Background: an optimization exercise with open tools, aiming at small area and a short achievable clock period. Do not read the settings as production practice. Function was checked by simulation only, so behaviour that the tests miss may differ from the original. The clock port is modelled as an ideal driver; clocking choices that lean on that would not hold on a real chip. Power figures rest on the tool's default switching activity, not on a simulated workload.

job 101:
Design drive_datapath, start of the top module:
module drive_datapath #(
    parameter int NUM_BANK = 4
) (
    input  logic                                clk,
    input  logic                                rst_i,
    input  logic                                update_pc_i,
    input  logic [NUM_BANK-1:0]                 bank_wr_sel_i,
    input  logic                                inst_wr_en_i,
    input  logic [drive_pkg::PC_W-1:0]          inst_wr_addr_i,
    input  logic [drive_pkg::INST_W-1:0]        inst_wr_data_i,
    input  logic                                env_wr_en_i,
    input  logic [drive_pkg::ENV_ADDR_W-1:0]    env_wr_addr_i,
    input  logic [drive_pkg::AMP_W-1:0]         env_wr_data_i,
    output logic [NUM_BANK-1:0]                 bank_busy_o,
    output logic                                valid_o,
    output logic [drive_pkg::IQ_SUM_W-1:0]      i_o,
    output logic [drive_pkg::IQ_SUM_W-1:0]      q_o
);
  ...
For scale: roughly 7,700 cells after synthesis, about 3,800 flip-flops, about 65 I/O pins, ~150,000 um^2 of cells after synthesis.
==> flow/config.mk <==
export PLATFORM = sky130hd
export DESIGN_NAME = drive_datapath
export DESIGN_NICKNAME = drive_datapath
export VERILOG_FILES = /design/flow/design.v
export SDC_FILE = /design/flow/constraint.sdc
export NUM_CORES = 4
export LEC_CHECK = 0
export CAP_MARGIN = 20
export CORE_MARGIN = 2
export CORE_UTILIZATION = 60
export PLACE_DENSITY = 0.72
export SETUP_SLACK_MARGIN = 4.2
export SLEW_MARGIN = 40
==> flow/constraint.sdc <==
create_clock -name core_clock -period 7.0 [get_ports {clk}]
set_input_delay 1.4000 -clock core_clock [delete_from_list [all_inputs] [get_ports {clk}]]
set_output_delay 1.4000 -clock core_clock [all_outputs]
set_load 0.01 [all_outputs]
standard.sh (not shown) runs the stock make flow with config.mk's settings and CLKGATE_MAP_FILE= SYNTH_SCRIPT=/design/flow/synth_recipe.tcl, a recipe that flattens the netlist after the stock synthesis.
==> flow/flow/run.sh <==
#!/bin/bash
# Standard ORFS layout with two changes:
#  - clock tree: larger sink clusters and no dummy loads
#  - after CTS, a second setup repair pass with a plain move sequence
# make's full output goes to flow_make.log; each ORFS step logs under orfs/logs.
set -euo pipefail
here=$(pwd)
bash standard.sh \
  CTS_ARGS="-sink_clustering_enable -repair_clock_nets -sink_clustering_size 25 -sink_clustering_max_diameter 70 -dont_use_dummy_load" \
  POST_CTS_TCL="$here/flow/post_cts.tcl" \
  finish > "$here/flow_make.log" 2>&1
==> flow/flow/post_cts.tcl <==
# Second setup repair after CTS. The default pass stops early on paths the
# first moves of its sequence cannot improve; sizing and buffering alone
# fixes most of what it leaves.
estimate_parasitics -placement
repair_timing -setup -setup_margin $::env(SETUP_SLACK_MARGIN) -repair_tns 100 \
  -match_cell_footprint -sequence "sizeup,buffer,swap" -verbose
detailed_placement
check_placement -verbose
estimate_parasitics -placement
report_worst_slack
report_design_area
## Diff of input files: job 102 against job 101
Settings: SETUP_SLACK_MARGIN: 4.2 -> 4.5.
## What came out
The flow did not stop early for job 102: all stages ran, and the layout cleared the timing, design-rule and antenna checks. Job 102 ended up with more standard cells than job 101. From job 101 to job 102 the numbers moved as follows: core utilization increased by 2.1 points relative to the old numbers; number of cells on the critical path fell by 2; placer congestion estimate now sits higher; die boundary width level; post-route clock period utilization was more or less identical. The final critical path time including I/O delays and setup on job 102 is in line with that on job 101. Job 102: cell depth of the worst hold path is 1 lower than what job 101 reported. Between job 101 and job 102, the flow reports cell area increasing by a few percent.
Relative to job 102, the following input files were edited for job 103:
Settings: a change of SETUP_SLACK_MARGIN from 4.5 to 4.2; a change of CORE_UTILIZATION from 60 to 65; a change of PLACE_DENSITY from 0.72 to 0.76.
Findings:
Actual slew at the worst max-slew pin: job 103 vs job 102 up 0.019 ns. From job 102 to job 103 the numbers moved as follows: non-clock buffer count lost about 36%, area taken by multi-input logic gates -1900 um^2, total vias in the final route -2.3%. Job 103 vs. job 102: part of the total power dissipated in combinational logic moved down, relative contribution of sequential cells to total power higher. Job 103: done, clean on timing, DRC and antenna. Changes observed in job 103 relative to job 102: placer congestion estimate now larger, routed wire length decreased by about 5% relative to the old numbers. Core occupancy in the finished layout: job 103 and job 102 compared, lower one is job 102. Compared with job 102, job 103 shows floorplan die width lower by 20 um.

-- afterwards: timing with drivers on the ports --
The results above use ideal ports. As a check the final layouts listed here were re-extracted and re-timed, cells and wires unchanged. Step 1 (the two cells are an assumption about what drives the block):
set clk [get_ports {clk}]
set_driving_cell -lib_cell sky130_fd_sc_hd__clkbuf_16 $clk
set_driving_cell -lib_cell sky130_fd_sc_hd__buf_2 [delete_from_list [all_inputs] $clk]
Step 2 moves the port delays by t, midway between the first and last clock arrival at a register: inputs arrive t later, outputs are due t later. That takes back most of the time a late clock gives input paths. Slacks: ideal ports / drivers / drivers and shift; pairs: ideal ports / drivers.
run | shift t [ns] | setup slack, ns | worst setup path at the end | clock arrival spread, ns | worst register clock-pin slew, ns
job 101 | 0.942 | 4.165 / 4.087 / 3.355 | input to register | 0.103 / 0.104 | 0.10 / 0.10
job 102 | 0.947 | 4.165 / 4.074 / 3.527 | input to register | 0.106 / 0.106 | 0.10 / 0.10
job 103 | 0.944 | 4.193 / 4.114 / 3.313 | input to register | 0.098 / 0.097 | 0.10 / 0.10
After both steps every run listed still meets setup and hold. The setup slack of job 103, which loses most, moves by -0.079 ns with the drivers and by -0.880 ns with both steps.
